From an optimization exercise on the open Yosys and OpenROAD flow, aimed at small area; shortcuts taken in it are not production practice. Function was checked by simulation only, so behaviour that the tests miss may differ from the original. Power figures rest on the tool's default switching activity, not on a simulated workload. The flow treats the clock pin as an ideal source, which a real chip does not have.

==> design.v <==
module g_tcam_array #(
    parameter int WIDTH = 32,
    parameter int DEPTH = 32,
    parameter int ADDR_W = $clog2(DEPTH)
) (
    input  logic              clk,
    input  logic              rst,
    input  logic              clr_all,
    input  logic              wr_en,
    input  logic [ADDR_W-1:0] wr_addr,
    input  logic [WIDTH-1:0]  wr_key,
    input  logic [WIDTH-1:0]  wr_mask,
    input  logic              wr_vld,
    input  logic              srch_vld,
    input  logic [WIDTH-1:0]  srch_key,
    output logic              rslt_vld,
    output logic              rslt_hit,
    output logic [ADDR_W-1:0] rslt_addr,
    output logic              rslt_multi,
    output logic [ADDR_W:0]   rslt_cnt
);
    localparam int CNT_W  = ADDR_W + 1;
    logic [WIDTH-1:0]  key_q  [DEPTH];
    logic [WIDTH-1:0]  mask_q [DEPTH];
    logic [DEPTH-1:0]  vld_q;
    logic [DEPTH-1:0]  match_c;
    logic [DEPTH-1:0]  match_q;
    logic              s1_vld_q;
    logic              enc_hit;
    logic [ADDR_W-1:0] enc_addr;
    logic [CNT_W-1:0]  enc_cnt;
    logic              rslt_vld_q;
    logic              rslt_hit_q;
    logic [ADDR_W-1:0] rslt_addr_q;
    logic              rslt_multi_q;
    logic [CNT_W-1:0]  rslt_cnt_q;
    always_ff @(posedge clk or posedge rst) begin
        if (rst) begin
            vld_q <= '0;
            for (int i = 0; i < DEPTH; i++) begin
                key_q[i]  <= '0;
                mask_q[i] <= '0;
            end
        end else if (clr_all) begin
            vld_q <= '0;
        end else begin
            for (int i = 0; i < DEPTH; i++) begin
                if (wr_en && (wr_addr == ADDR_W'(i))) begin
                    key_q[i]  <= wr_key;
                    mask_q[i] <= wr_mask;
                    vld_q[i]  <= wr_vld;
                end
            end
        end
    end
    always_comb begin
        match_c = '0;
        for (int i = 0; i < DEPTH; i++) begin
            match_c[i] = vld_q[i] && (((srch_key ^ key_q[i]) & ~mask_q[i]) == '0);
        end
    end
    always_ff @(posedge clk or posedge rst) begin
        if (rst) begin
            s1_vld_q <= 1'b0;
            match_q  <= '0;
        end else begin
            s1_vld_q <= srch_vld;
            match_q  <= srch_vld ? match_c : '0;
        end
    end
    always_comb begin
        enc_hit  = |match_q;
        enc_addr = '0;
        enc_cnt  = '0;
        for (int i = DEPTH - 1; i >= 0; i--) begin
            if (match_q[i]) begin
                enc_addr = ADDR_W'(i);
            end
        end
        for (int i = 0; i < DEPTH; i++) begin
            enc_cnt = enc_cnt + CNT_W'(match_q[i]);
        end
    end
    always_ff @(posedge clk or posedge rst) begin
        if (rst) begin
            rslt_vld_q   <= 1'b0;
            rslt_hit_q   <= 1'b0;
            rslt_addr_q  <= '0;
            rslt_multi_q <= 1'b0;
            rslt_cnt_q   <= '0;
        end else begin
            rslt_vld_q   <= s1_vld_q;
            rslt_hit_q   <= enc_hit;
            rslt_addr_q  <= enc_addr;
            rslt_multi_q <= (enc_cnt >= CNT_W'(2));
            rslt_cnt_q   <= enc_cnt;
        end
    end
    assign rslt_vld   = rslt_vld_q;
    assign rslt_hit   = rslt_hit_q;
    assign rslt_addr  = rslt_addr_q;
    assign rslt_multi = rslt_multi_q;
    assign rslt_cnt   = rslt_cnt_q;
endmodule
==> run.sh <==
#!/bin/bash
# synth_recipe.tcl (not shown) runs the flow's synth.tcl, then flattens the netlist and writes it again
# the make line also repeats each setting of config.mk as NAME=value (left out here)
make -C /OpenROAD-flow-scripts/flow DESIGN_CONFIG=/design/flow/config.mk WORK_HOME=/design/flow/orfs CLKGATE_MAP_FILE= SYNTH_SCRIPT=/design/flow/synth_recipe.tcl finish
==> config.mk <==
export PLATFORM = sky130hd
export DESIGN_NAME = g_tcam_array
export DESIGN_NICKNAME = g_tcam_array
export VERILOG_FILES = /design/flow/design.v
export SDC_FILE = /design/flow/constraint.sdc
export NUM_CORES = 4
export LEC_CHECK = 0
export CAP_MARGIN = 20
export CORE_MARGIN = 2
export CORE_UTILIZATION = 50
export PLACE_DENSITY = 0.6
export SLEW_MARGIN = 20
==> constraint.sdc <==
create_clock -name core_clock -period 6.0 [get_ports {clk}]
set_input_delay 1.2000 -clock core_clock [delete_from_list [all_inputs] [get_ports {clk}]]
set_output_delay 1.2000 -clock core_clock [all_outputs]
set_load 0.01 [all_outputs]
==> results of run 1 <==
placed cells by master (no fill, tap or decap), types with 3 or more instances in the layout:
cell type and n:
clkbuf_1 62, inv_6 6, clkinv_2 40, a21oi_1 34, nand4_1 33, o22a_1 32, buf_12 34, nand2b_1 6
clkdlybuf4s50_1 66, diode_2 12, clkinvlp_4 3, clkbuf_8 61, nor2b_1 6, inv_1 40, o2111ai_1 62, buf_4 184
nand3_1 26, nor2_1 252, nand2_1 50, dfrtp_1 2127, o22ai_1 448, clkinv_16 3, nand2_4 18, nor3_1 41
inv_16 4, xnor2_1 1027, ha_1 8, clkbuf_16 222, buf_2 53, fa_1 24, mux2i_1 4, nor2_4 12
mux2_2 2048, nor4_1 9, o211ai_1 4, o21ai_0 19, bufinv_16 8, or4_1 3
per-stage QoR:
stage | std cells | util [%]
floorplan | 6897 | -
global placement | 9191 | 52.4
detailed placement | 9193 | 52.5
CTS | 9603 | 56.4
global route | 9608 | 56.4
finish | 9615 | 56.4
final timing paths:
kind	startpoint	cells past startpoint	slack, ns	end
worst max-delay path	match_q[25]	18	0.63	rslt_multi_q
worst min-delay path	s1_vld_q	0	0.35	rslt_vld_q
worst max register to register	match_q[25]	18	0.63	rslt_multi_q
worst min register to register	s1_vld_q	0	0.35	rslt_vld_q
max in group asynchronous	rst	5	3.77	mask_q[5][22]
min in group asynchronous	rst	2	0.73	mask_q[15][18]
power breakdown:
part	total, uW	switching [uW]	internal [uW]
registers	17200	1060	16200
clock network	13800	5900	7930
logic	5290	2590	2700
worst reg2reg max path, cell delays in order (launching register included):
cell	delay, ns
dfrtp_1	0.39
inv_1	0.14
fa_1	0.46
fa_1	0.51
inv_1	0.05
fa_1	0.48
inv_1	0.06
fa_1	0.46
fa_1	0.51
fa_1	0.40
inv_1	0.07
ha_1	0.17
inv_1	0.08
fa_1	0.46
inv_1	0.07
a21o_1	0.11
a21oi_1	0.07
xnor2_1	0.14
or4b_2	0.61
cells in the mapped netlist (all sizes together), types with 9 or more instances:
master      n
dfrtp    2127
mux2     2048
xnor2    1027
o22ai     448
clkbuf    275
nor2      265
buf       262
nand2      69
o2111ai    62
nor3       43
inv        41
a21oi      34
nand4      33
o22a       32
nand3      28
fa         24
o21ai      19
nor4        9
area by class of cell:
type	count	area, um^2
Sequential cell	2127	53200
Tap cell	2495	3120
Clock buffer	345	6630
Timing Repair Buffer	338	3020
Inverter	41	158
Multi-Input combinational cell	4192	39000
Antenna cell	12	30.0
Clock inverter	65	711
Fill cell	15500	81900
metal layers:
metal	global-route usage (%)	routed length [um]
met5	0	13
met4	7.65	7150
met1	44.1	134000
met2	47.1	132000
met3	3.66	12800
registers in the layout (all words and copies together) (netlist names):
register	flops
rslt_vld_q	1
s1_vld_q	1
rslt_multi_q	1
key_q	1024
rslt_addr_q	5
vld_q	32
rslt_hit_q	1
rslt_cnt_q	6
match_q	32
mask_q	1024
kinds of logic after synthesis:
family,count (synthesis)
buffers and inverters,578
xor gates and xnor gates,1027
DFF,2127
muxes,2052
adders and majority gates,32
AOI/OAI and AO/OA,611
and+or+nand+nor,470
==> flow_summary.yaml, run 1 <==
outcome:
  run_status: "finished clean"
timing:
  tightest_slew_ns: 1.15
  setup-tns-final_ns: 0
  finalHoldViolations: 0
  slew_headroom_pct: 23.4
  period_minus_slack_ns: 5.37
  period_share_pct: 89.5
  report.final.setup_viol: 0
  holdWs_ns: 0.353
  drv_slew: 0
  rsz0062_at_grt: "no"
  setup_ws_ns: 0.630
  finClkSkew_ns: 0.0308
  fmax_mhz: 186
pwr:
  powerDensity_mw_per_mm2: 343
  max-vdd-ir-drop_v: 0.000311
  finalPower_uw: 36400
  p_leak_uw: 0.0481
setup_path:
  worstSetupEndpointType: "register"
  crit_type: "register to register"
  cp-start-kind: "register"
  crit_chain: "inv_1 > fa_1 > fa_1 > inv_1 > fa_1 > inv_1 > fa_1 > fa_1 > fa_1 > inv_1 > ha_1 > inv_1 > fa_1 > inv_1 > a21o_1 > a21oi_1 > xnor2_1 > or4b_2"
  crit_family: "adder cells"
  crit_buf_inv: 6
  slowest_stage: "or4b_2"
  crit_arrival_ns: 6.07
  slowest_delay_ns: 0.61
  path_max_fanout: 4
  cpMostUsedCell: "fa_1"
  crit_required_ns: 6.70
clock_tree:
  post-cts-setup-buffers: 0
  ctsLongestPathBuffers: 3
  postCtsHoldBufs: 0
  cts.htree.levels: 4
  post_cts_resized: 0
  clock_latency_ns: 0.86
  clock-root-buffer: "clkbuf_16"
  clk_pin_slew_ns: 0.06
  cts_tree: "done"
  cts_buffers: 222
  cts.sinks: 2127
floorplanning:
  core_mm2: 0.188
  io_pins: 121
  start_util_pct: 50.3
  dieArea_mm2: 0.193
  die_x_um: 439
  num_rows: 159
  die-height_um: 439
detailed_routing:
  routed_wl_um: 286000
  via_per_inst: 5.87
  ant_nets: 0
  drc: 0
  drtIter0Drc: 4297
  drt-wirelength-per-cell_um: 29.7
  vias: 56500
  drt_first_pass_iters: 16
grt:
  grt_pass1_wl_um: 417000
  grt_max_degree: 158
  grt_overflow: 0
  grt_antenna_before_repair: 32
  grt_pass1_vias: 57200
  grt.total_usage_pct: 29.9
placement:
  hpwl_um: 181000
  io_buffers: 120
  dp_slack_ns: 0.629
  gp_congestion: 0.892
  placed_area_mm2: 0.0985
yosys:
  netlist_instances: 6897
  synth_area_leader_cell: "dfrtp_1"
  synth_top_flop_cell: "dfrtp_1"
  ys_ff_latch: 2127
  synthAdderAreaFrac_pct: 0.614
  synth_mux_area_share_pct: 24.4
  syn_area_mm2: 0.0945
  synth-compound-area-share_pct: 4.25
  synth_edf_count: 0
  synth_xor_area_share_pct: 9.51
  syn_avg_cell_area_um2: 13.7
  synth_top_area_share_pct: 56.3
  yosysSeqAreaShare_pct: 56.3
  syn_nets: 7036
  yosysUniqueCellTypes: 44
  async_reset_ff_share_pct: 100
  yosys_warnings: 3
  synth-simple-area-share_pct: 2.21
  synth_top_family_by_area: "multiplexers"
  synth_area_leaders: "dfrtp_1, mux2_2, xnor2_1"
worst_hold_path:
  min_path_type: "register to register"
cells_and_area:
  drive_gt1_share_pct: 38.1
  areaGrowthSynthToFinish_pct: 12.0
  stdcell_area_mm2: 0.106
  nNetsFinal: 7061
job:
  maxCapViolCount: 0
==> run 2: changes to the inputs <==
==> design.v (replaced) <==
module g_tcam_array #(
    parameter int WIDTH = 32,
    parameter int DEPTH = 32,
    parameter int ADDR_W = $clog2(DEPTH)
) (
    input  logic              clk,
    input  logic              rst,
    input  logic              clr_all,
    input  logic              wr_en,
    input  logic [ADDR_W-1:0] wr_addr,
    input  logic [WIDTH-1:0]  wr_key,
    input  logic [WIDTH-1:0]  wr_mask,
    input  logic              wr_vld,
    input  logic              srch_vld,
    input  logic [WIDTH-1:0]  srch_key,
    output logic              rslt_vld,
    output logic              rslt_hit,
    output logic [ADDR_W-1:0] rslt_addr,
    output logic              rslt_multi,
    output logic [ADDR_W:0]   rslt_cnt
);
    localparam int CNT_W  = ADDR_W + 1;
    logic [WIDTH-1:0]  ok1_q [DEPTH];
    logic [WIDTH-1:0]  ok0_q [DEPTH];
    logic [DEPTH-1:0]  vld_q;
    logic [WIDTH-1:0]  ok1_d, ok0_d;
    logic [DEPTH-1:0]  match_c;
    logic [DEPTH-1:0]  match_q;
    logic              s1_vld_q;
    logic [ADDR_W-1:0] enc_addr;
    logic [CNT_W-1:0]  enc_cnt;
    logic              rslt_vld_q;
    logic [ADDR_W-1:0] rslt_addr_q;
    logic [CNT_W-1:0]  rslt_cnt_q;
    always_comb begin
        ok1_d = wr_mask | wr_key;
        ok0_d = wr_mask | ~wr_key;
        ok1_d[0] = ok1_d[0] & wr_vld;
        ok0_d[0] = ok0_d[0] & wr_vld;
    end
    always_ff @(posedge clk) begin
        for (int i = 0; i < DEPTH; i++) begin
            if (wr_en && (wr_addr == ADDR_W'(i))) begin
                ok1_q[i] <= ok1_d;
                ok0_q[i] <= ok0_d;
            end
        end
    end
    always_ff @(posedge clk or posedge rst) begin
        if (rst) begin
            vld_q <= '0;
        end else if (clr_all) begin
            vld_q <= '0;
        end else begin
            for (int i = 0; i < DEPTH; i++) begin
                if (wr_en && (wr_addr == ADDR_W'(i))) vld_q[i] <= 1'b1;
            end
        end
    end
    always_comb begin
        for (int i = 0; i < DEPTH; i++) begin
            match_c[i] = vld_q[i] && (((~srch_key | ok1_q[i]) & (srch_key | ok0_q[i])) == '1);
        end
    end
    always_ff @(posedge clk) begin
        match_q <= match_c;
    end
    always_ff @(posedge clk or posedge rst) begin
        if (rst) s1_vld_q <= 1'b0;
        else     s1_vld_q <= srch_vld;
    end
    always_comb begin
        enc_addr = '0;
        enc_cnt  = '0;
        for (int i = DEPTH - 1; i >= 0; i--) begin
            if (match_q[i]) enc_addr = ADDR_W'(i);
        end
        for (int i = 0; i < DEPTH; i++) begin
            enc_cnt = enc_cnt + CNT_W'(match_q[i]);
        end
    end
    always_ff @(posedge clk or posedge rst) begin
        if (rst) begin
            rslt_vld_q  <= 1'b0;
            rslt_addr_q <= '0;
            rslt_cnt_q  <= '0;
        end else begin
            rslt_vld_q  <= s1_vld_q;
            rslt_addr_q <= s1_vld_q ? enc_addr : '0;
            rslt_cnt_q  <= s1_vld_q ? enc_cnt : '0;
        end
    end
    assign rslt_vld   = rslt_vld_q;
    assign rslt_hit   = |rslt_cnt_q;
    assign rslt_addr  = rslt_addr_q;
    assign rslt_multi = |rslt_cnt_q[CNT_W-1:1];
    assign rslt_cnt   = rslt_cnt_q;
endmodule
--- a/config.mk
+++ b/config.mk
@@ -5,6 +5,7 @@
 export SDC_FILE = /design/flow/constraint.sdc
 export NUM_CORES = 4
 export LEC_CHECK = 0
+export ABC_AREA = 1
 export CAP_MARGIN = 20
 export CORE_MARGIN = 2
 export CORE_UTILIZATION = 50
==> flow_summary.yaml, run 2 <==
outcome:
  run_status: "finished clean"
worst_hold_path:
  min_path_type: "register to register"
cells_and_area:
  final_cell_mix: "edfxtp_1, o22ai_1, nand2_1"
  drive_gt1_share_pct: 13.6
  nNetsFinal: 5051
  reg_top3: "ok0_q (1024), ok1_q (1024)"
  areaGrowthSynthToFinish_pct: 15.0
  layout_commonest_cell: "edfxtp_1"
floorplanning:
  num_rows: 143
  io_pins: 121
  dieArea_mm2: 0.157
  die_x_um: 396
  start_util_pct: 50.4
  core_mm2: 0.152
  die-height_um: 396
yosys:
  syn_avg_cell_area_um2: 16.8
  yosys_warnings: 3
  yosysSeqAreaShare_pct: 82.4
  synth_top_area_share_pct: 80.1
  syn_area_mm2: 0.0768
  synth_top_flop_cell: "edfxtp_1"
  synth_edf_count: 2048
  synth_common_cells: "edfxtp_1, o22ai_1, nand2_1, nor2_1, clkbuf_1"
  syn_nets: 4703
  netlist_instances: 4565
  yosysUniqueCellTypes: 40
  synth_most_common_cell: "edfxtp_1"
  synth_area_leader_cell: "edfxtp_1"
  ys_ff_latch: 2125
  async_reset_ff_share_pct: 2.12
  synth_area_leaders: "edfxtp_1, o22ai_1, nand2_1"
clock_tree:
  cts_buffers: 207
  cts.sinks: 2125
  clk_pin_slew_ns: 0.06
  cts_tree: "done"
  clock-root-buffer: "clkbuf_16"
  cts.htree.levels: 4
  post-cts-setup-buffers: 0
  ctsLongestPathBuffers: 3
  clock_latency_ns: 0.86
  post_cts_resized: 0
  postCtsHoldBufs: 0
placement:
  io_buffers: 120
  hpwl_um: 160000
  dp_slack_ns: 1.12
  gp_congestion: 0.918
timing:
  fmax_mhz: 205
  tightest_slew_ns: 1.23
  rsz0062_at_grt: "no"
  drv_slew: 0
  finalHoldViolations: 0
  slew_headroom_pct: 16.0
  report.final.setup_viol: 0
  setup-tns-final_ns: 0
  setup_ws_ns: 1.11
  finClkSkew_ns: 0.0432
  period_share_pct: 81.5
  period_minus_slack_ns: 4.89
setup_path:
  slowest_stage: "fa_1"
  crit_family: "adder cells"
  crit_buf_inv: 4
  crit_chain: "bufinv_8 > fa_1 > fa_1 > inv_1 > fa_1 > inv_1 > fa_1 > fa_1 > fa_1 > inv_1 > ha_1 > fa_1 > a21oi_1 > o21ba_2 > xor2_1 > nor2_1"
  crit_type: "register to register"
  crit_arrival_ns: 5.61
  crit_required_ns: 6.72
  slowest_delay_ns: 0.52
  cpMostUsedCell: "fa_1"
  worstSetupEndpointType: "register"
  path_max_fanout: 3
  cp-start-kind: "register"
job:
  maxCapViolCount: 0
grt:
  grt_pass1_wl_um: 383000
  grt_use_met1_pct: 49.8
  grt-busiest-layer: "met2"
  grt.total_usage_pct: 36.3
  grt_overflow: 0
  grt_max_degree: 66
  met2_usage_pct: 54.2
  grt_pass1_vias: 44500
  grt_antenna_before_repair: 32
  global_route.usage.met3_pct: 9.41
detailed_routing:
  drt-wirelength-per-cell_um: 40.3
  routed_wl_um: 287000
  via_per_inst: 6.82
  drc: 0
  drt_first_pass_iters: 6
  vias: 48600
  drtIter0Drc: 9352
  ant_nets: 0
pwr:
  powerDensity_mw_per_mm2: 348
  p_leak_uw: 0.0305
  p_seq_share_pct: 53.6
  max-vdd-ir-drop_v: 0.000257
  p_int_uw: 23800
  p_switching_uw: 6920
  swShare_pct: 22.5
  power.share.clock_pct: 41.1
  pwr-share-comb_pct: 5.2
-- run 2: path summary, 6_finish.rpt --
path                       slack [ns]  cells past startpoint             to   startpoint
hold reg to reg                  0.50                      2      vld_q[11]    vld_q[11]
max in group asynchronous        4.41                      3      vld_q[28]          rst
hold / removal                   0.50                      2      vld_q[11]    vld_q[11]
setup reg to reg                 1.11                     16  rslt_cnt_q[4]  match_q[25]
min in group asynchronous        0.95                      3       s1_vld_q          rst
setup / recovery                 1.11                     16  rslt_cnt_q[4]  match_q[25]
-- run 2: metal layers --
metal	part of all wire, %	up-vias
li1	-	18700
met1	35	24800
met2	45	4418
met3	15	692
met4	5.4	6
met5	0.014	-
-- run 2: cells by family after synthesis --
logic type | synth area share (%)
AND/OR/NAND/NOR | 5.98
AO/OA/AOI/OAI | 7.98
flip-flops | 82.4
multiplexers | 0.991
adder cells (fa/ha/maj) | 0.740
XOR/XNOR | 0.0114
buffers and inverters | 1.90
-- run 2: through the flow --
stage | std cells | util [%] | hold slack (ns) | power [uW] | cell area (um^2)
after global placement | 6732 | 53.6 | 0.479 | 18300 | 81700
after global routing | 7114 | 58.0 | 0.506 | 31300 | 88300
after CTS | 7113 | 57.9 | 0.501 | 30700 | 88200
after detailed placement | 6733 | 53.7 | 0.488 | 18300 | 81700
final | 7129 | 58.0 | 0.497 | 30800 | 88300
after floorplan | 4565 | - | 0.459 | 17400 | 76800
-- run 2: layout make-up --
type	count	area, um^2
diodes	15	37.5
clock buffers	291	5740
clock inverters	89	767
fillers	11500	64000
inverters	157	632
multi-input cells	2079	12500
flip-flops and latches	2125	63300
well taps	2030	2540
repair buffers	343	2860
-- run 2: worst reg2reg max path: cells and delay by family (launching register included) --
family	cells	cell delay (ns)
flip-flops	1	0.36
XOR/XNOR	1	0.15
AO/OA/AOI/OAI	2	0.30
buffers and inverters	4	0.33
adder cells (fa/ha/maj)	8	3.56
AND/OR/NAND/NOR	1	0.06
-- run 2: power by group through the flow --
stage               combinational [uW]  clock, uW  sequential (uW)
floorplan                          571          0            16800
global placement                  1530          0            16800
detailed placement                1540          0            16800
CTS                               1540      12700            16500
global route                      1590      13200            16500
finish                            1610      12700            16500
==> run 3: changes to the inputs <==
==> flow/run.sh (new file) <==
#!/bin/bash
# Own layout flow: the standard ORFS flow (standard.sh) with three changes.
#  - Synthesis uses an area-only ABC mapping script (flow/abc_area.script). Flip-flops are
#    mapped before ABC runs, so the registers, their names and cells are the standard ones.
#  - Ports are buffered with buf_1; repair_design sizes them up where needed.
#  - CTS clusters up to 30 sinks per leaf buffer and adds no dummy loads.
set -euo pipefail
W=$(pwd)
S="$W/own_scripts"
rm -rf "$S"
cp -r "$FLOW_HOME/scripts" "$S"
cp "$W/flow/abc_area.script" "$S/abc_area.script"
bash "$W/standard.sh" \
  SCRIPTS_DIR="$S" \
  ABC_AREA=1 \
  BUFFER_PORTS_ARGS="-buffer_cell sky130_fd_sc_hd__buf_1" \
  CTS_ARGS="-sink_clustering_enable -repair_clock_nets -dont_use_dummy_load -sink_clustering_size 30 -sink_clustering_max_diameter 100" \
  finish > "$W/own_flow_make.log" 2>&1
==> flow/abc_area.script (new file) <==
strash
dch
amap
strash
dch
amap
topo
==> standard.sh (new file) <==
#!/bin/bash
# synth_recipe.tcl (not shown) runs the flow's synth.tcl, then flattens the netlist and writes it again
# the make line also repeats each setting of config.mk as NAME=value (left out here)
make -C /OpenROAD-flow-scripts/flow DESIGN_CONFIG=/design/flow/config.mk WORK_HOME=/design/flow/orfs CLKGATE_MAP_FILE= SYNTH_SCRIPT=/design/flow/synth_recipe.tcl "${@:-finish}"
removed: run.sh
==> flow_summary.yaml, run 3 <==
outcome:
  run_status: "finished clean"
clock_tree:
  clock_latency_ns: 0.78
  postCtsHoldBufs: 0
  post-cts-setup-buffers: 0
  ctsLongestPathBuffers: 3
  cts.htree.levels: 3
  clk_pin_slew_ns: 0.12
  cts_buffers: 82
  clock-root-buffer: "clkbuf_16"
  post_cts_resized: 0
  cts_tree: "done"
  cts.sinks: 2125
setup_path:
  path_max_fanout: 4
  cp-start-kind: "register"
  crit_start: "match_q[25]"
  crit_arrival_ns: 5.85
  crit_required_ns: 6.66
  worstSetupEndpointType: "register"
  crit_type: "register to register"
  r2r_start: "match_q[25]"
job:
  maxCapViolCount: 0
grt:
  grt_pass1_wl_um: 418000
  grt.total_usage_pct: 42.3
  grt_overflow: 0
  grt_pass1_vias: 44200
  grt_max_degree: 66
  grt_antenna_before_repair: 73
timing:
  period_minus_slack_ns: 5.19
  setup_ws_ns: 0.809
  period_share_pct: 86.5
  tightest_slew_ns: 1.36
  slew_headroom_pct: 9.58
  fmax_mhz: 193
  finalHoldViolations: 0
  drv_slew: 0
  rsz0062_at_grt: "no"
  setup-tns-final_ns: 0
  report.final.setup_viol: 0
  finClkSkew_ns: 0.0813
pwr:
  p_leak_uw: 0.0272
  swShare_pct: 24.0
  p_switching_uw: 6070
  p_seq_share_pct: 65.0
  pwr-share-comb_pct: 8.0
  p_int_uw: 19200
  power.share.clock_pct: 26.9
  powerDensity_mw_per_mm2: 307
  max-vdd-ir-drop_v: 0.000254
yosys:
  yosysSeqAreaShare_pct: 84.8
  synth_area_leader_cell: "edfxtp_1"
  synth_area_leaders: "edfxtp_1, o22ai_1, or4_1"
  syn_nets: 4021
  netlist_instances: 3883
  yosysUniqueCellTypes: 27
  synth_top_area_share_pct: 82.5
  synth_edf_count: 2048
  synth_common_cells: "edfxtp_1, o22ai_1, or4_1, nor2_1, clkinv_1"
  syn_avg_cell_area_um2: 19.2
  ys_ff_latch: 2125
  async_reset_ff_share_pct: 2.12
  yosys_warnings: 3
  synth_most_common_cell: "edfxtp_1"
  syn_area_mm2: 0.0746
  synth_top_flop_cell: "edfxtp_1"
cells_and_area:
  layout_commonest_cell: "edfxtp_1"
  final_cell_count_no_fill: 6353
  drive_gt1_share_pct: 12.1
  reg_top3: "ok0_q (1024), ok1_q (1024)"
  areaGrowthSynthToFinish_pct: 10.6
  final_cell_mix: "edfxtp_1, o22ai_1, or4_1"
  nNetsFinal: 4506
placement:
  gp_congestion: 0.936
  dp.cells: 6211
  hpwl_um: 175000
  dp_slack_ns: 0.896
  io_buffers: 120
floorplanning:
  dieArea_mm2: 0.152
  die_x_um: 390
  die-height_um: 390
  start_util_pct: 50.4
  io_pins: 121
  core_mm2: 0.148
  num_rows: 141
worst_hold_path:
  min_from: "s1_vld_q"
  min_path_type: "register to register"
detailed_routing:
  drc: 0
  routed_wl_um: 326000
  drtIter0Drc: 14100
  via_per_inst: 7.92
  vias: 50300
  drt-wirelength-per-cell_um: 51.2
  drt_first_pass_iters: 6
  ant_nets: 0
[run 3: changes by cell type after synthesis, moves of 76 or more]
cell,previous run,this run
clkbuf_1,144,0
clkinv_1,0,76
inv_1,117,0
mux2i_1,76,0
nand2_1,635,6
o22ai_1,636,922
or4_1,14,288
[run 3: worst paths after layout]
path,end,slack (ns),cells after the start
worst max-delay path,rslt_cnt_q[4],0.81,18
min in group asynchronous,vld_q[16],0.52,2
worst max register to register,rslt_cnt_q[4],0.81,18
max in group asynchronous,vld_q[30],4.31,3
worst min register to register,rslt_vld_q,0.36,0
worst min-delay path,rslt_vld_q,0.36,0
[run 3: cell families (layout without fill, tap and decap cells)]
group,after synthesis,in the layout,synth area share (%)
adders and majority gates,31,31,0.762
other,0,57,0
buffers and inverters,76,559,0.382
and+or+nand+nor,611,611,4.99
AOI/OAI and AO/OA,1040,1040,9.04
DFF,2125,2125,84.8
[run 3: area by class of cell]
type / count / area, um^2
diodes: 57 / 143
clock buffers: 82 / 2050
fillers: 11300 / 65400
inverters: 76 / 287
multi-input cells: 1682 / 11400
flip-flops and latches: 2125 / 63300
well taps: 1930 / 2410
repair buffers: 401 / 2950
[run 3: power groups by stage]
stage	sequential (uW)	combinational [uW]	clock [uW]
global route	16500	1920	7140
CTS	16500	1870	6710
finish	16500	2040	6810
detailed placement	16800	1870	0
floorplan	16800	477	0
global placement	16800	1870	0
[run 3: worst max-delay path, cell delays in order, from the launching register on]
cell and delay (ns):
dfxtp_1 0.40, clkinv_1 0.12, fa_1 0.49, fa_1 0.54, clkinv_1 0.08, fa_1 0.50, clkinv_1 0.09, fa_1 0.52
fa_1 0.43, fa_1 0.50, clkinv_1 0.08, ha_1 0.23, fa_1 0.45, nor2b_1 0.16, nor2_1 0.11, nor2_1 0.06
nor2_1 0.12, nor2_1 0.06, a211oi_1 0.15
[run 3: stage by stage]
stage / total power (uW) / cell area (um^2) / hold WS [ns] / utilization [%]
after floorplan: 17300 / 74600 / 0.361 / -
after global placement: 18700 / 80200 / 0.370 / 54.2
after detailed placement: 18700 / 80200 / 0.377 / 54.3
after CTS: 25000 / 82300 / 0.380 / 55.6
after global routing: 25500 / 82400 / 0.390 / 55.7
final: 25300 / 82500 / 0.364 / 55.8
[run 3: layer usage]
metal,GRT usage (%),routed length [um],up-vias
met1,58.3,106000,25200
li1,-,-,17600
met5,0,175,-
met3,14.6,61800,1204
met2,59.4,135000,6242
met4,22.6,23100,24
==> run 4: changes to the inputs <==
--- a/design.v
+++ b/design.v
@@ -38,12 +38,20 @@
         ok1_d[0] = ok1_d[0] & wr_vld;
         ok0_d[0] = ok0_d[0] & wr_vld;
     end
-    always_ff @(posedge clk) begin
-        for (int i = 0; i < DEPTH; i++) begin
-            if (wr_en && (wr_addr == ADDR_W'(i))) begin
-                ok1_q[i] <= ok1_d;
-                ok0_q[i] <= ok0_d;
-            end
+    for (genvar i = 0; i < DEPTH; i++) begin : g_row
+        logic             we;
+        logic [WIDTH-1:0] ok1_nx, ok0_nx;
+        assign we = wr_en && (wr_addr == ADDR_W'(i));
+        g_tcam_row_load #(.WIDTH(2 * WIDTH)) u_load (
+            .load   (we),
+            .hold   (~we),
+            .new_d  ({ok1_d, ok0_d}),
+            .old_q  ({ok1_q[i], ok0_q[i]}),
+            .next_d ({ok1_nx, ok0_nx})
+        );
+        always_ff @(posedge clk) begin
+            ok1_q[i] <= ok1_nx;
+            ok0_q[i] <= ok0_nx;
         end
     end
     always_ff @(posedge clk or posedge rst) begin
@@ -96,3 +104,14 @@
     assign rslt_multi = |rslt_cnt_q[CNT_W-1:1];
     assign rslt_cnt   = rslt_cnt_q;
 endmodule
+module g_tcam_row_load #(
+    parameter int WIDTH = 64
+) (
+    input  logic             load,
+    input  logic             hold,
+    input  logic [WIDTH-1:0] new_d,
+    input  logic [WIDTH-1:0] old_q,
+    output logic [WIDTH-1:0] next_d
+);
+    assign next_d = (new_d & {WIDTH{load}}) | (old_q & {WIDTH{hold}});
+endmodule
==> flow/run.sh (replaced) <==
#!/bin/bash
# Own layout flow: the standard ORFS flow (standard.sh) with three changes.
#  - Synthesis uses an area-only ABC mapping script (flow/abc_area.script). Flip-flops are
#    mapped before ABC runs, so the registers, their names and cells are the standard ones.
#  - Ports are buffered with buf_1; repair_design sizes them up where needed.
#  - CTS clusters up to 25 sinks per leaf buffer and adds no dummy loads.
set -euo pipefail
W=$(pwd)
S="$W/own_scripts"
rm -rf "$S"
cp -r "$FLOW_HOME/scripts" "$S"
cp "$W/flow/abc_area.script" "$S/abc_area.script"
bash "$W/standard.sh" \
  SCRIPTS_DIR="$S" \
  ABC_AREA=1 \
  BUFFER_PORTS_ARGS="-buffer_cell sky130_fd_sc_hd__buf_1" \
  CTS_ARGS="-sink_clustering_enable -repair_clock_nets -dont_use_dummy_load -sink_clustering_size 25 -sink_clustering_max_diameter 100" \
  finish > "$W/own_flow_make.log" 2>&1
--- a/config.mk
+++ b/config.mk
@@ -11,3 +11,5 @@
 export CORE_UTILIZATION = 50
 export PLACE_DENSITY = 0.6
 export SLEW_MARGIN = 20
+export SYNTH_HIERARCHICAL = 1
+export SYNTH_MINIMUM_KEEP_SIZE = 0
==> flow_summary.yaml, run 4 <==
timing:
  tightest_slew_ns: 1.37
  rsz0062_at_grt: "no"
  fmax_mhz: 194
  report.final.setup_viol: 0
  finClkSkew_ns: 0.0435
  period_share_pct: 85.9
  drv_slew: 0
  slew_headroom_pct: 8.73
  finalHoldViolations: 0
  period_minus_slack_ns: 5.15
grt:
  grt.total_usage_pct: 50.6
  grt_max_degree: 67
  grt_overflow: 0
  grt_pass1_wl_um: 516000
  grt_pass1_vias: 59900
  grt_antenna_before_repair: 36
cells_and_area:
  drive_gt1_share_pct: 8.62
  n_fill_cell: 12200
  layout_commonest_cell: "dfxtp_1"
  areaGrowthSynthToFinish_pct: 11.8
  final_cell_mix: "dfxtp_1, a22o_1, o22ai_1"
  final_cell_count_no_fill: 8405
  nNetsFinal: 6616
  reg_top3: "ok0_q (1024), ok1_q (1024)"
yosys:
  yosysUniqueCellTypes: 25
  synth_most_common_cell: "dfxtp_1"
  synth_edf_count: 0
  synth_area_leaders: "dfxtp_1, a22o_1, o22ai_1"
  ys_ff_latch: 2125
  synth_area_leader_cell: "dfxtp_1"
  netlist_instances: 5966
  syn_nets: 6104
  synth_common_cells: "dfxtp_1, a22o_1, o22ai_1, or4_1, nor2_1"
  synth_top_flop_cell: "dfxtp_1"
  syn_area_mm2: 0.0722
  synth_top_area_share_pct: 57.7
  syn_avg_cell_area_um2: 12.1
  async_reset_ff_share_pct: 2.12
  yosys_warnings: 9
  yosysSeqAreaShare_pct: 59.3
placement:
  gp_congestion: 0.929
  dp.cells: 8282
  hpwl_um: 202000
  io_buffers: 120
outcome:
  run_status: "finished clean"
pwr:
  p_leak_uw: 0.0339
  pwr-share-comb_pct: 18.2
  p_switching_uw: 9460
  power.share.clock_pct: 22.7
  finalPower_uw: 32700
  max-vdd-ir-drop_v: 0.000283
  swShare_pct: 28.9
  p_seq_share_pct: 59.1
  powerDensity_mw_per_mm2: 406
  p_int_uw: 23300
clock_tree:
  ctsLongestPathBuffers: 3
  clock-root-buffer: "clkbuf_16"
  post-cts-setup-buffers: 0
  cts.htree.levels: 3
  post_cts_resized: 0
  cts_tree: "done"
  postCtsHoldBufs: 0
  clock_latency_ns: 0.78
  cts.sinks: 2125
  cts_buffers: 94
  clk_pin_slew_ns: 0.10
setup_path:
  crit_required_ns: 6.68
  worstSetupEndpointType: "register"
  r2r_start: "match_q[23]"
  crit_type: "register to register"
  r2r_slack_ns: 0.85
  cp-start-kind: "register"
  r2r_cells: 18
  path_max_fanout: 3
  crit_arrival_ns: 5.84
  reg2reg_to: "rslt_cnt_q[4]"
  crit_start: "match_q[23]"
detailed_routing:
  ant_nets: 0
  via_per_inst: 8.14
  drt-wirelength-per-cell_um: 46.1
  drt_first_pass_iters: 7
  drtIter0Drc: 15200
  routed_wl_um: 387000
  vias: 68400
  drc: 0
worst_hold_path:
  min_path_type: "primary input to async pin"
floorplanning:
  dieArea_mm2: 0.147
  core_mm2: 0.143
  die-height_um: 384
  start_util_pct: 50.3
  io_pins: 121
  num_rows: 139
  die_x_um: 384
job:
  maxCapViolCount: 0
[run 4: cell types whose count changed in the layout (fill, tap and decap cells not counted), moves of 13 or more]
cell	previous run	this run
nand2b_2	30	1
a22o_1	34	2075
dfxtp_1	32	2080
or2_4	2	27
clkbuf_4	0	21
buf_4	254	267
nand2b_4	2	31
or2_2	29	4
clkbuf_2	15	0
clkinv_1	43	75
diode_2	57	26
edfxtp_1	2048	0
[run 4: cell type report]
| cell class | instances | area (um^2) | share of cell area (%) |
|---|---|---|---|
| flip-flops and latches | 2125 | 42800 | 53.0 |
| repair buffers | 416 | 3130 | 3.88 |
| multi-input cells | 3732 | 29600 | 36.6 |
| clock buffers | 94 | 2350 | 2.92 |
| inverters | 109 | 412 | 0.510 |
| well taps | 1903 | 2380 | 2.95 |
| diodes | 26 | 65.1 | 0.0807 |
[run 4: stage by stage]
stage	hold WS [ns]	cell area (um^2)	utilization, %	setup WS (ns)	setup TNS, ns
after floorplan	0.361	72200	-	-0.290	-429.89
after detailed placement	0.454	78200	54.5	0.894	0
final	0.437	80700	56.2	0.847	0
after global routing	0.437	80600	56.2	0.506	0
after global placement	0.451	78200	54.5	0.809	0
after CTS	0.432	80500	56.1	0.849	0
[run 4: layer usage]
metal	part of all wire (%)	wire, um	GRT usage (%)	up-vias
li1	-	-	-	25900
met1	36	139000	67.0	33700
met2	39	150000	67.2	7129
met3	17	64500	18.5	1683
met4	8.7	33800	36.8	24
met5	0.066	257	0	-
[run 4: cells by family (layout without fill, tap and decap cells)]
family / Yosys count / in the layout / share of synthesized area [%]
other: 0 / 26 / 0
AOI/OAI and AO/OA: 3091 / 3091 / 34.2
adders and majority gates: 31 / 31 / 0.787
DFF: 2125 / 2125 / 59.3
and+or+nand+nor: 610 / 610 / 5.14
buffers and inverters: 109 / 619 / 0.567
[run 4: how the worst max path moves through the flow]
| stage | to | slack (ns) | cells after the start |
|---|---|---|---|
| after floorplan | ok1_q[5][29] | -0.29 | 5 |
| after global routing | rslt_cnt_q[4] | 0.51 | 18 |
| after detailed placement | rslt_cnt_q[4] | 0.89 | 18 |
| after global placement | rslt_cnt_q[4] | 0.81 | 18 |
| final | rslt_cnt_q[4] | 0.85 | 18 |
| after CTS | rslt_cnt_q[4] | 0.85 | 18 |
[run 4: power groups by stage]
| stage | combinational [uW] | clock (uW) | sequential [uW] |
|---|---|---|---|
| after floorplan | 3700 | 0 | 19000 |
| after global placement | 5500 | 0 | 19400 |
| after detailed placement | 5650 | 0 | 19400 |
| after CTS | 5680 | 7310 | 19200 |
| after global routing | 6130 | 7770 | 19600 |
| final | 5950 | 7430 | 19300 |
[run 4: critical path: stages (launching register included)]
cell and delay, ns:
dfxtp_1 0.37, clkinv_1 0.10, fa_1 0.51, fa_1 0.54, clkinv_1 0.08, fa_1 0.48
clkinv_1 0.08, fa_1 0.53, fa_1 0.43, fa_1 0.51, clkinv_1 0.06, ha_1 0.22
fa_1 0.45, nor2b_1 0.16, nor2_1 0.11, nor2_1 0.06, nor2_1 0.13, nor2_1 0.06
a211oi_1 0.19
==> run 5: changes to the inputs <==
--- a/design.v
+++ b/design.v
@@ -25,6 +25,7 @@
     logic [DEPTH-1:0]  vld_q;
     logic [WIDTH-1:0]  ok1_d, ok0_d;
     logic [DEPTH-1:0]  match_c;
+    logic [WIDTH-1:0]  srch_key_n;
     logic [DEPTH-1:0]  match_q;
     logic              s1_vld_q;
     logic [ADDR_W-1:0] enc_addr;
@@ -32,6 +33,7 @@
     logic              rslt_vld_q;
     logic [ADDR_W-1:0] rslt_addr_q;
     logic [CNT_W-1:0]  rslt_cnt_q;
+    assign srch_key_n = ~srch_key;
     always_comb begin
         ok1_d = wr_mask | wr_key;
         ok0_d = wr_mask | ~wr_key;
@@ -65,10 +67,18 @@
             end
         end
     end
-    always_comb begin
-        for (int i = 0; i < DEPTH; i++) begin
-            match_c[i] = vld_q[i] && (((~srch_key | ok1_q[i]) & (srch_key | ok0_q[i])) == '1);
+    for (genvar i = 0; i < DEPTH; i++) begin : g_ent
+        logic [WIDTH/4-1:0] grp_ok;
+        for (genvar g = 0; g < WIDTH / 4; g++) begin : g_grp
+            g_tcam_match4 u_m4 (
+                .s    (srch_key[4*g +: 4]),
+                .s_n  (srch_key_n[4*g +: 4]),
+                .ok1  (ok1_q[i][4*g +: 4]),
+                .ok0  (ok0_q[i][4*g +: 4]),
+                .ok   (grp_ok[g])
+            );
         end
+        assign match_c[i] = vld_q[i] && (&grp_ok);
     end
     always_ff @(posedge clk) begin
         match_q <= match_c;
@@ -115,3 +125,12 @@
 );
     assign next_d = (new_d & {WIDTH{load}}) | (old_q & {WIDTH{hold}});
 endmodule
+module g_tcam_match4 (
+    input  logic [3:0] s,
+    input  logic [3:0] s_n,
+    input  logic [3:0] ok1,
+    input  logic [3:0] ok0,
+    output logic       ok
+);
+    assign ok = &((s_n | ok1) & (s | ok0));
+endmodule
==> flow_summary.yaml, run 5 <==
clock_tree:
  post_cts_resized: 0
  clock-root-buffer: "clkbuf_16"
  cts.sinks: 2125
  cts_tree: "done"
  cts_buffers: 94
  cts.htree.levels: 3
  postCtsHoldBufs: 0
  clock_latency_ns: 0.75
  ctsLongestPathBuffers: 3
  clk_pin_slew_ns: 0.10
  post-cts-setup-buffers: 0
timing:
  period_share_pct: 83.9
  setup_ws_ns: 0.967
  holdWs_ns: 0.480
  rsz0062_at_grt: "no"
  drv_slew: 0
  finClkSkew_ns: 0.0380
  tightest_slew_ns: 1.29
  fmax_mhz: 199
  slew_headroom_pct: 13.5
  finalHoldViolations: 0
  report.final.setup_viol: 0
  period_minus_slack_ns: 5.03
floorplanning:
  core_mm2: 0.142
  dieArea_mm2: 0.146
  io_pins: 121
  die-height_um: 383
  start_util_pct: 50.5
  die_x_um: 383
  num_rows: 138
detailed_routing:
  ant_nets: 0
  vias: 60100
  via_per_inst: 7.25
  routed_wl_um: 274000
  drtIter0Drc: 7593
  drt_first_pass_iters: 6
  drc: 0
  drt-wirelength-per-cell_um: 33.1
yosys:
  syn_area_mm2: 0.0717
  synth_common_cells: "dfxtp_1, a22o_1, o22ai_1, nor4_1, nor2_1"
  netlist_instances: 5993
  synth_edf_count: 0
  yosys_warnings: 11
  yosysUniqueCellTypes: 20
  syn_nets: 6131
  synth_most_common_cell: "dfxtp_1"
  synth_top_area_share_pct: 58.1
  yosysSeqAreaShare_pct: 59.7
  synth_top_flop_cell: "dfxtp_1"
  ys_ff_latch: 2125
  syn_avg_cell_area_um2: 12.0
  synth_area_leaders: "dfxtp_1, a22o_1, o22ai_1"
  synth_area_leader_cell: "dfxtp_1"
  async_reset_ff_share_pct: 2.12
grt:
  grt_antenna_before_repair: 9
  grt_pass1_wl_um: 395000
  grt.total_usage_pct: 36.0
  grt_overflow: 0
  grt_max_degree: 66
  grt_pass1_vias: 56400
pwr:
  swShare_pct: 26.5
  powerDensity_mw_per_mm2: 401
  max-vdd-ir-drop_v: 0.000301
  p_leak_uw: 0.0326
  p_seq_share_pct: 60.8
  pwr-share-comb_pct: 16.3
  power.share.clock_pct: 22.9
  p_switching_uw: 8380
  p_int_uw: 23200
placement:
  dp_slack_ns: 1.01
  hpwl_um: 155000
  dp.cells: 8192
  gp_congestion: 0.967
  io_buffers: 120
cells_and_area:
  areaGrowthSynthToFinish_pct: 9.91
  reg_top3: "ok0_q (1024), ok1_q (1024)"
  drive_gt1_share_pct: 6.94
  n_fill_cell: 12100
  final_cell_mix: "dfxtp_1, a22o_1, o22ai_1"
  final_util_pct: 55.5
  nNetsFinal: 6538
  layout_commonest_cell: "dfxtp_1"
  final_cell_count_no_fill: 8289
setup_path:
  path_max_fanout: 3
  crit_required_ns: 6.64
  crit_arrival_ns: 5.67
  crit_type: "register to register"
  cp-start-kind: "register"
  worstSetupEndpointType: "register"
outcome:
  run_status: "finished clean"
job:
  maxCapViolCount: 0
worst_hold_path:
  min_path_type: "register to register"
==> run 5: area by class of cell <==
cell class              instances  area (um^2)  share of cell area (%)
well taps                    1890         2360                    3.00
clock buffers                  94         2350                    2.99
diodes                          1         2.50                 0.00318
multi-input cells            3754        28900                    36.7
repair buffers                311         1950                    2.47
inverters                     114          428                   0.543
flip-flops and latches       2125        42800                    54.3
==> run 5: per-module statistics from Yosys, one instance, submodules excluded, a selection <==
module / times used / cell area, um^2 / cells / flip-flops and latches
g_tcam_array: 1 / 45700 / 2665 / 2125
g_tcam_match4: 256 / 31.3 / 5 / 0
==> run 5: cells by family (layout without fill, tap and decap cells) <==
group / after synthesis / after routing / synth area share [%]
AOI/OAI and AO/OA: 3090 / 3090 / 34.1
DFF: 2125 / 2125 / 59.7
and+or+nand+nor: 633 / 633 / 4.81
buffers and inverters: 114 / 519 / 0.597
adders and majority gates: 31 / 31 / 0.793
other: 0 / 1 / 0
==> run 5: through the flow <==
step | power, uW | setup TNS, ns | cell area (um^2)
detailed placement | 24400 | 0 | 76300
CTS | 31500 | 0 | 78700
global route | 32800 | 0 | 78800
finish | 31600 | 0 | 78800
floorplan | 22800 | -420.21 | 71700
global placement | 24200 | 0 | 76300
==> run 5: worst max-delay path, stage by stage (launching register included) <==
cell and delay (ns):
dfxtp_1 0.36, clkinv_1 0.09, fa_1 0.51, fa_1 0.52
clkinv_1 0.07, fa_1 0.48, clkinv_1 0.08, fa_1 0.52
fa_1 0.42, fa_1 0.50, clkinv_1 0.07, ha_1 0.21
fa_1 0.44, nor2b_1 0.16, nor2_1 0.08, nor2_1 0.05
nor2_1 0.12, nor2_1 0.05, a211oi_1 0.16
==> run 5: metal layers <==
layer | vias to the layer above | GRT usage, % | wire [um]
met5 | - | 0 | 36
met4 | 6 | 14.7 | 11900
met3 | 501 | 6.69 | 25800
met2 | 3420 | 53.7 | 118000
met1 | 30400 | 51.3 | 119000
li1 | 25800 | - | -
==> run 5: power by group through the flow <==
stage	Combinational (uW)	Clock, uW	Sequential [uW]
2_1_floorplan	3850	0	19000
6_report	5150	7240	19200
3_5_place_dp	5050	0	19400
5_1_grt	5560	7760	19500
4_1_cts	5080	7300	19100
3_3_place_gp	4890	0	19300
==> run 5: path summary, 6_finish.rpt <==
| path | slack, ns | start | end | cells past startpoint |
|---|---|---|---|---|
| worst max-delay path | 0.97 | match_q[23] | rslt_cnt_q[4] | 18 |
| worst min-delay path | 0.48 | ok1_q[26][22] | ok1_q[26][22] | 1 |
| worst max register to register | 0.97 | match_q[23] | rslt_cnt_q[4] | 18 |
| worst min register to register | 0.48 | ok1_q[26][22] | ok1_q[26][22] | 1 |
| max in group asynchronous | 4.69 | rst | vld_q[12] | 3 |
| min in group asynchronous | 0.70 | rst | rslt_addr_q[4] | 3 |
==> run 6: changes to the inputs <==
--- a/design.v
+++ b/design.v
@@ -24,6 +24,7 @@
     logic [WIDTH-1:0]  ok0_q [DEPTH];
     logic [DEPTH-1:0]  vld_q;
     logic [WIDTH-1:0]  ok1_d, ok0_d;
+    logic [WIDTH-1:0]  ok1_dn, ok0_dn;
     logic [DEPTH-1:0]  match_c;
     logic [WIDTH-1:0]  srch_key_n;
     logic [DEPTH-1:0]  match_q;
@@ -39,15 +40,16 @@
         ok0_d = wr_mask | ~wr_key;
         ok1_d[0] = ok1_d[0] & wr_vld;
         ok0_d[0] = ok0_d[0] & wr_vld;
+        ok1_dn = ~ok1_d;
+        ok0_dn = ~ok0_d;
     end
     for (genvar i = 0; i < DEPTH; i++) begin : g_row
-        logic             we;
+        logic             hold;
         logic [WIDTH-1:0] ok1_nx, ok0_nx;
-        assign we = wr_en && (wr_addr == ADDR_W'(i));
+        assign hold = ~(wr_en && (wr_addr == ADDR_W'(i)));
         g_tcam_row_load #(.WIDTH(2 * WIDTH)) u_load (
-            .load   (we),
-            .hold   (~we),
-            .new_d  ({ok1_d, ok0_d}),
+            .hold   (hold),
+            .new_n  ({ok1_dn, ok0_dn}),
             .old_q  ({ok1_q[i], ok0_q[i]}),
             .next_d ({ok1_nx, ok0_nx})
         );
@@ -117,13 +119,12 @@
 module g_tcam_row_load #(
     parameter int WIDTH = 64
 ) (
-    input  logic             load,
     input  logic             hold,
-    input  logic [WIDTH-1:0] new_d,
+    input  logic [WIDTH-1:0] new_n,
     input  logic [WIDTH-1:0] old_q,
     output logic [WIDTH-1:0] next_d
 );
-    assign next_d = (new_d & {WIDTH{load}}) | (old_q & {WIDTH{hold}});
+    assign next_d = (old_q & {WIDTH{hold}}) | (~new_n & {WIDTH{~hold}});
 endmodule
 module g_tcam_match4 (
     input  logic [3:0] s,
==> flow_summary.yaml, run 6 <==
grt:
  global_route.usage.met3_pct: 3.17
  grt_max_degree: 99
  grt_pass1_wl_um: 351000
  grt_overflow: 0
  grt.total_usage_pct: 31.4
  grt-busiest-layer: "met2"
  grt_use_met1_pct: 44.8
  met2_usage_pct: 50.5
  grt_pass1_vias: 55500
  grt_antenna_before_repair: 3
pwr:
  p_leak_uw: 0.0316
  max-vdd-ir-drop_v: 0.000261
  powerDensity_mw_per_mm2: 391
  finalPower_uw: 30800
detailed_routing:
  drt-wirelength-per-cell_um: 22.9
  drc: 0
  routed_wl_um: 237000
  drt_first_pass_iters: 6
  ant_nets: 0
  drtIter0Drc: 6262
  via_per_inst: 5.94
  vias: 61500
yosys:
  synth_area_leader_cell: "dfxtp_1"
  ys_ff_latch: 2125
  synth_common_cells: "nand2_1, dfxtp_1, o21ai_0, o22ai_1, nor4_1"
  yosys_warnings: 11
  yosysSeqAreaShare_pct: 59.8
  syn_avg_cell_area_um2: 8.91
  syn_area_mm2: 0.0716
  syn_nets: 8170
  synth_top_area_share_pct: 58.2
  synth_most_common_cell: "nand2_1"
  synth_edf_count: 0
  synth_area_leaders: "dfxtp_1, o21ai_0, nand2_1"
  async_reset_ff_share_pct: 2.12
  synth_top_flop_cell: "dfxtp_1"
  yosysUniqueCellTypes: 20
  netlist_instances: 8032
floorplanning:
  die_x_um: 382
  start_util_pct: 50.5
  core_mm2: 0.142
  die-height_um: 382
  num_rows: 138
  dieArea_mm2: 0.146
  io_pins: 121
placement:
  io_buffers: 120
  hpwl_um: 140000
  gp_congestion: 0.890
  dp_slack_ns: 0.944
setup_path:
  crit_type: "register to register"
  crit_chain: "fa_1 > clkinv_1 > fa_1 > clkinv_1 > fa_1 > clkinv_1 > fa_1 > fa_1 > fa_1 > clkinv_1 > ha_1 > fa_1 > nor2b_1 > nor2_1 > nor2_1 > nor2_1 > nor2_1 > a211oi_1"
  cp-start-kind: "register"
  path_max_fanout: 4
  r2r_slack_ns: 0.90
  crit_required_ns: 6.65
  crit_buf_inv: 4
  crit_family: "adder cells"
  slowest_delay_ns: 0.57
  slowest_stage: "fa_1"
  crit_arrival_ns: 5.74
  worstSetupEndpointType: "register"
  cpMostUsedCell: "fa_1"
timing:
  drv_slew: 0
  fmax_mhz: 196
  finalHoldViolations: 0
  setup_ws_ns: 0.901
  rsz0062_at_grt: "no"
  tightest_slew_ns: 1.38
  setup-tns-final_ns: 0
  period_minus_slack_ns: 5.10
  period_share_pct: 85.0
  finClkSkew_ns: 0.0253
  slew_headroom_pct: 7.12
  report.final.setup_viol: 0
clock_tree:
  postCtsHoldBufs: 0
  ctsLongestPathBuffers: 3
  clk_pin_slew_ns: 0.11
  clock-root-buffer: "clkbuf_16"
  cts_buffers: 94
  cts.htree.levels: 3
  cts_tree: "done"
  post_cts_resized: 0
  cts.sinks: 2125
  clock_latency_ns: 0.74
  post-cts-setup-buffers: 0
cells_and_area:
  final_util_pct: 55.5
  drive_gt1_share_pct: 5.28
  final_cell_mix: "nand2_1, dfxtp_1, o21ai_0"
  areaGrowthSynthToFinish_pct: 9.97
  nNetsFinal: 8600
  reg_top3: "ok0_q (1024), ok1_q (1024)"
  layout_commonest_cell: "nand2_1"
worst_hold_path:
  min_path_type: "register to register"
job:
  maxCapViolCount: 0
outcome:
  run_status: "finished clean"
## run 6: changes by cell type after synthesis, moves of 2 or more
cell | before | now
o21ai_0 | 0 | 2050
or2_0 | 37 | 16
o21a_1 | 3 | 1
a21oi_1 | 13 | 18
nand2b_1 | 32 | 1
nand2_1 | 36 | 2085
nor2_1 | 137 | 148
nor2b_1 | 5 | 36
clkinv_1 | 114 | 109
a22o_1 | 2048 | 0
## run 6: cell families (layout without fill, tap and decap cells)
kind of cell    Yosys count  in the layout  share of synthesized area [%]
fa+ha+maj                31             31                          0.794
compound gates         3095           3095                           23.4
buf+inv                 109            537                          0.572
flops                  2125           2125                           59.8
simple gates           2672           2672                           15.4
other cells               0              4                              0
## run 6: stage by stage
step / hold slack, ns / instances / area (um^2)
CTS: 0.416 / 10300 / 78700
finish: 0.409 / 10400 / 78700
detailed placement: 0.386 / 10300 / 76300
global route: 0.428 / 10400 / 78700
floorplan: 0.361 / 8032 / 71600
global placement: 0.383 / 10300 / 76300
## run 6: area by class of cell
cell class	count	area, um^2
repair buffers	334	2120
flip-flops and latches	2125	42800
clock buffers	94	2350
diodes	4	10.0
fillers	13200	63100
multi-input cells	5798	28600
inverters	109	459
well taps	1890	2360
## run 6: path summary, 6_finish.rpt
path,startpoint,endpoint,cells after the start
max in group asynchronous,rst,vld_q[17],3
setup / recovery,match_q[17],rslt_cnt_q[4],18
setup reg to reg,match_q[17],rslt_cnt_q[4],18
min in group asynchronous,rst,rslt_addr_q[3],3
hold / removal,s1_vld_q,rslt_vld_q,0
hold reg to reg,s1_vld_q,rslt_vld_q,0
## run 6: report_power, final
part | switching (uW) | leakage [uW] | internal, uW
Sequential | 1660 | 0.0180 | 17400
Clock | 4340 | 0.00116 | 2810
Combinational | 2500 | 0.0124 | 2070
Total | 8500 | 0.0316 | 22300
## run 6: layer usage
| layer | vias up | wire [um] |
|---|---|---|
| li1 | 29900 | - |
| met1 | 29400 | 108000 |
| met2 | 1917 | 106000 |
| met3 | 287 | 14700 |
| met4 | 2 | 7400 |
| met5 | - | 11 |
## run 6: Yosys stat by module (local to each module, per instance), excerpt
module | flip-flops and latches | times used | cells inside
g_tcam_match4 | 0 | 256 | 5
g_tcam_array | 2125 | 1 | 2656
==> run 7: changes to the inputs <==
--- a/design.v
+++ b/design.v
@@ -20,9 +20,9 @@
     output logic [ADDR_W:0]   rslt_cnt
 );
     localparam int CNT_W  = ADDR_W + 1;
-    logic [WIDTH-1:0]  ok1_q [DEPTH];
-    logic [WIDTH-1:0]  ok0_q [DEPTH];
-    logic [DEPTH-1:0]  vld_q;
+    logic [WIDTH-1:1]  ok1_q [DEPTH];
+    logic [WIDTH-1:1]  ok0_q [DEPTH];
+    logic [DEPTH-1:0]  ok1_b0_q, ok0_b0_q;
     logic [WIDTH-1:0]  ok1_d, ok0_d;
     logic [WIDTH-1:0]  ok1_dn, ok0_dn;
     logic [DEPTH-1:0]  match_c;
@@ -44,43 +44,53 @@
         ok0_dn = ~ok0_d;
     end
     for (genvar i = 0; i < DEPTH; i++) begin : g_row
-        logic             hold;
-        logic [WIDTH-1:0] ok1_nx, ok0_nx;
-        assign hold = ~(wr_en && (wr_addr == ADDR_W'(i)));
-        g_tcam_row_load #(.WIDTH(2 * WIDTH)) u_load (
+        logic             we, hold, hold_b0;
+        logic [WIDTH-1:1] ok1_nx, ok0_nx;
+        logic             ok1_b0_nx, ok0_b0_nx;
+        assign we      = wr_en && (wr_addr == ADDR_W'(i));
+        assign hold    = ~we;
+        assign hold_b0 = ~(we || clr_all);
+        g_tcam_row_load #(.WIDTH(2 * (WIDTH - 1))) u_load (
             .hold   (hold),
-            .new_n  ({ok1_dn, ok0_dn}),
+            .new_n  ({ok1_dn[WIDTH-1:1], ok0_dn[WIDTH-1:1]}),
             .old_q  ({ok1_q[i], ok0_q[i]}),
             .next_d ({ok1_nx, ok0_nx})
+        );
+        g_tcam_row_load #(.WIDTH(2)) u_load_b0 (
+            .hold   (hold_b0),
+            .new_n  ({ok1_dn[0] || clr_all, ok0_dn[0] || clr_all}),
+            .old_q  ({ok1_b0_q[i], ok0_b0_q[i]}),
+            .next_d ({ok1_b0_nx, ok0_b0_nx})
         );
         always_ff @(posedge clk) begin
             ok1_q[i] <= ok1_nx;
             ok0_q[i] <= ok0_nx;
         end
-    end
-    always_ff @(posedge clk or posedge rst) begin
-        if (rst) begin
-            vld_q <= '0;
-        end else if (clr_all) begin
-            vld_q <= '0;
-        end else begin
-            for (int i = 0; i < DEPTH; i++) begin
-                if (wr_en && (wr_addr == ADDR_W'(i))) vld_q[i] <= 1'b1;
+        always_ff @(posedge clk or posedge rst) begin
+            if (rst) begin
+                ok1_b0_q[i] <= 1'b0;
+                ok0_b0_q[i] <= 1'b0;
+            end else begin
+                ok1_b0_q[i] <= ok1_b0_nx;
+                ok0_b0_q[i] <= ok0_b0_nx;
             end
         end
     end
     for (genvar i = 0; i < DEPTH; i++) begin : g_ent
+        logic [WIDTH-1:0]   ok1_e, ok0_e;
         logic [WIDTH/4-1:0] grp_ok;
+        assign ok1_e = {ok1_q[i], ok1_b0_q[i]};
+        assign ok0_e = {ok0_q[i], ok0_b0_q[i]};
         for (genvar g = 0; g < WIDTH / 4; g++) begin : g_grp
             g_tcam_match4 u_m4 (
                 .s    (srch_key[4*g +: 4]),
                 .s_n  (srch_key_n[4*g +: 4]),
-                .ok1  (ok1_q[i][4*g +: 4]),
-                .ok0  (ok0_q[i][4*g +: 4]),
+                .ok1  (ok1_e[4*g +: 4]),
+                .ok0  (ok0_e[4*g +: 4]),
                 .ok   (grp_ok[g])
             );
         end
-        assign match_c[i] = vld_q[i] && (&grp_ok);
+        assign match_c[i] = &grp_ok;
     end
     always_ff @(posedge clk) begin
         match_q <= match_c;
==> flow_summary.yaml, run 7 <==
outcome:
  run_status: "finished clean"
yosys:
  synth_common_cells: "nand2_1, o21ai_0, dfxtp_1, o22ai_1, nor4_1"
  synth_area_leader_cell: "dfxtp_1"
  syn_avg_cell_area_um2: 8.91
  yosysUniqueCellTypes: 19
  async_reset_ff_share_pct: 3.68
  synth_most_common_cell: "nand2_1"
  yosysSeqAreaShare_pct: 59.7
  netlist_instances: 7951
  syn_area_mm2: 0.0709
  ys_ff_latch: 2093
  synth_area_leaders: "dfxtp_1, o21ai_0, nand2_1"
  synth_top_area_share_pct: 57.0
  synth_edf_count: 0
  synth_top_flop_cell: "dfxtp_1"
  yosys_warnings: 9
  syn_nets: 8089
pwr:
  max-vdd-ir-drop_v: 0.000254
  p_leak_uw: 0.0314
  powerDensity_mw_per_mm2: 390
detailed_routing:
  vias: 60700
  drt_first_pass_iters: 6
  drc: 0
  via_per_inst: 5.90
  drtIter0Drc: 5925
  routed_wl_um: 231000
  ant_nets: 0
  drt-wirelength-per-cell_um: 22.4
clock_tree:
  cts.htree.levels: 3
  postCtsHoldBufs: 0
  cts_tree: "done"
  cts_buffers: 93
  post_cts_resized: 0
  cts.sinks: 2093
  clk_pin_slew_ns: 0.10
  clock_latency_ns: 0.75
  post-cts-setup-buffers: 0
  clock-root-buffer: "clkbuf_16"
  ctsLongestPathBuffers: 3
setup_path:
  crit_chain: "clkinv_1 > fa_1 > fa_1 > clkinv_1 > fa_1 > clkinv_1 > fa_1 > fa_1 > fa_1 > clkinv_1 > ha_1 > fa_1 > nor2b_1 > nor2_1 > nor2_1 > nor2_1 > nor2_1 > a211oi_1"
  r2r_start: "match_q[25]"
  cp-start-kind: "register"
  slowest_delay_ns: 0.53
  crit_type: "register to register"
  cpMostUsedCell: "fa_1"
  r2r_cells: 18
  worstSetupEndpointType: "register"
  crit_arrival_ns: 5.66
  path_max_fanout: 4
  crit_required_ns: 6.66
  reg2reg_to: "rslt_cnt_q[4]"
  slowest_stage: "fa_1"
  r2r_slack_ns: 1.0
cells_and_area:
  drive_gt1_share_pct: 5.30
  nNetsFinal: 8524
  reg_top3: "ok0_q (992), ok1_q (992)"
  stdcell_area_mm2: 0.0780
  final_util_pct: 55.3
  n_fill_cell: 13200
  final_cell_mix: "nand2_1, o21ai_0, dfxtp_1"
  layout_commonest_cell: "nand2_1"
  areaGrowthSynthToFinish_pct: 10.1
timing:
  holdWs_ns: 0.419
  setup_ws_ns: 1.00
  slew_headroom_pct: 15.7
  report.final.setup_viol: 0
  fmax_mhz: 200
  drv_slew: 0
  setup-tns-final_ns: 0
  finClkSkew_ns: 0.0358
  period_minus_slack_ns: 5.00
  period_share_pct: 83.3
  rsz0062_at_grt: "no"
  tightest_slew_ns: 1.25
  finalHoldViolations: 0
grt:
  grt_overflow: 0
  grt_max_degree: 125
  grt_antenna_before_repair: 7
  grt_pass1_wl_um: 343000
  grt.total_usage_pct: 30.8
  grt_pass1_vias: 54600
floorplanning:
  io_pins: 121
  start_util_pct: 50.2
  die-height_um: 380
  num_rows: 138
  die_x_um: 380
  dieArea_mm2: 0.145
  core_mm2: 0.141
worst_hold_path:
  min_path_type: "primary input to async pin"
placement:
  io_buffers: 120
  dp_slack_ns: 0.999
  hpwl_um: 140000
  gp_congestion: 0.880
  placed_area_mm2: 0.0756
job:
  maxCapViolCount: 0
## run 7: cell count changes after synthesis, sizes merged, moves of 30 or more
cell	delta
dfxtp	-64
dfrtp	+32
nor3	-32
nor2	+30
## run 7: layout make-up
type,instances,area (um^2),area share (%)
inverters,109,450,0.578
multi-input cells,5749,28300,36.3
diodes,3,7.51,0.00963
well taps,1890,2360,3.03
flip-flops and latches,2093,42300,54.2
repair buffers,340,2200,2.83
clock buffers,93,2330,2.98
## run 7: report_power, final
group / switching, uW / leakage (uW) / internal [uW]
clock: 4290 / 0.00115 / 2780
sequential: 1600 / 0.0179 / 17200
combinational: 2510 / 0.0123 / 2050
## run 7: worst max-delay path by stage
stage | from | endpoint
3_5_place_dp | match_q[25] | rslt_cnt_q[4]
3_3_place_gp | match_q[25] | rslt_cnt_q[4]
6_report | match_q[25] | rslt_cnt_q[4]
4_1_cts | match_q[25] | rslt_cnt_q[4]
5_1_grt | match_q[23] | rslt_cnt_q[4]
2_1_floorplan | match_q[23] | rslt_cnt_q[4]
## run 7: per-stage QoR
stage / instances / total power [uW]
2_1_floorplan: 7951 / 22000
3_3_place_gp: 10200 / 23300
3_5_place_dp: 10200 / 23600
4_1_cts: 10300 / 30500
5_1_grt: 10300 / 32100
6_report: 10300 / 30400
## run 7: kinds of logic after synthesis
family                   synth area share (%)
AND/OR/NAND/NOR                          15.3
adder cells (fa/ha/maj)                 0.802
AO/OA/AOI/OAI                            23.6
buffers and inverters                   0.577
flip-flops                               59.7
## run 7: modules after synthesis (local to each module, per instance), a selection
module         flops+latches  cells inside  copies in the design
g_tcam_match4              0             5                   256
g_tcam_array            2093          2575                     1
## run 7: worst max-delay path: cells and delay by family (launching register included)
family	cells	cell delay, ns
fa+ha+maj	8	3.60
simple gates	5	0.44
flops	1	0.38
buf+inv	4	0.31
compound gates	1	0.16
## run 7: metal layers
metal | up-vias | GRT usage (%) | wire length, um
li1 | 29600 | - | -
met1 | 28900 | 45.2 | 108000
met2 | 1881 | 47.8 | 101000
met3 | 290 | 3.49 | 15000
met4 | 2 | 8.88 | 6820
met5 | - | 0 | 13

static timing again, ports no longer ideal:
How much do the figures lean on ideal ports? The routed layouts below were timed once more, with nothing changed but the port constraints. Step 1 sets driving cells, clkbuf_16 on the clock port and buf_2 on the other inputs (assumed; they add their load-dependent delay and slew). Step 2 adds t to the input delays and takes it off the output delays; t is the mean of the earliest and latest rising clock arrival at the registers after step 1. Input paths then give back, and output paths get back, about the clock's delay inside the block. Three values: ideal, step 1, step 2; two values: the first two.
run | shift t [ns] | setup slack, ns | cell pins on the clock port's net
run 1 | 0.928 | 0.630 / 0.630 / 0.630 | 1
run 2 | 0.915 | 1.110 / 1.110 / 1.110 | 1
run 3 | 0.808 | 0.809 / 0.809 / 0.809 | 1
run 4 | 0.838 | 0.847 / 0.847 / 0.847 | 1
run 5 | 0.819 | 0.967 / 0.967 / 0.967 | 1
run 6 | 0.814 | 0.901 / 0.901 / 0.901 | 1
run 7 | 0.811 | 1.000 / 1.000 / 1.000 | 1
After both steps every run listed still meets setup and hold.
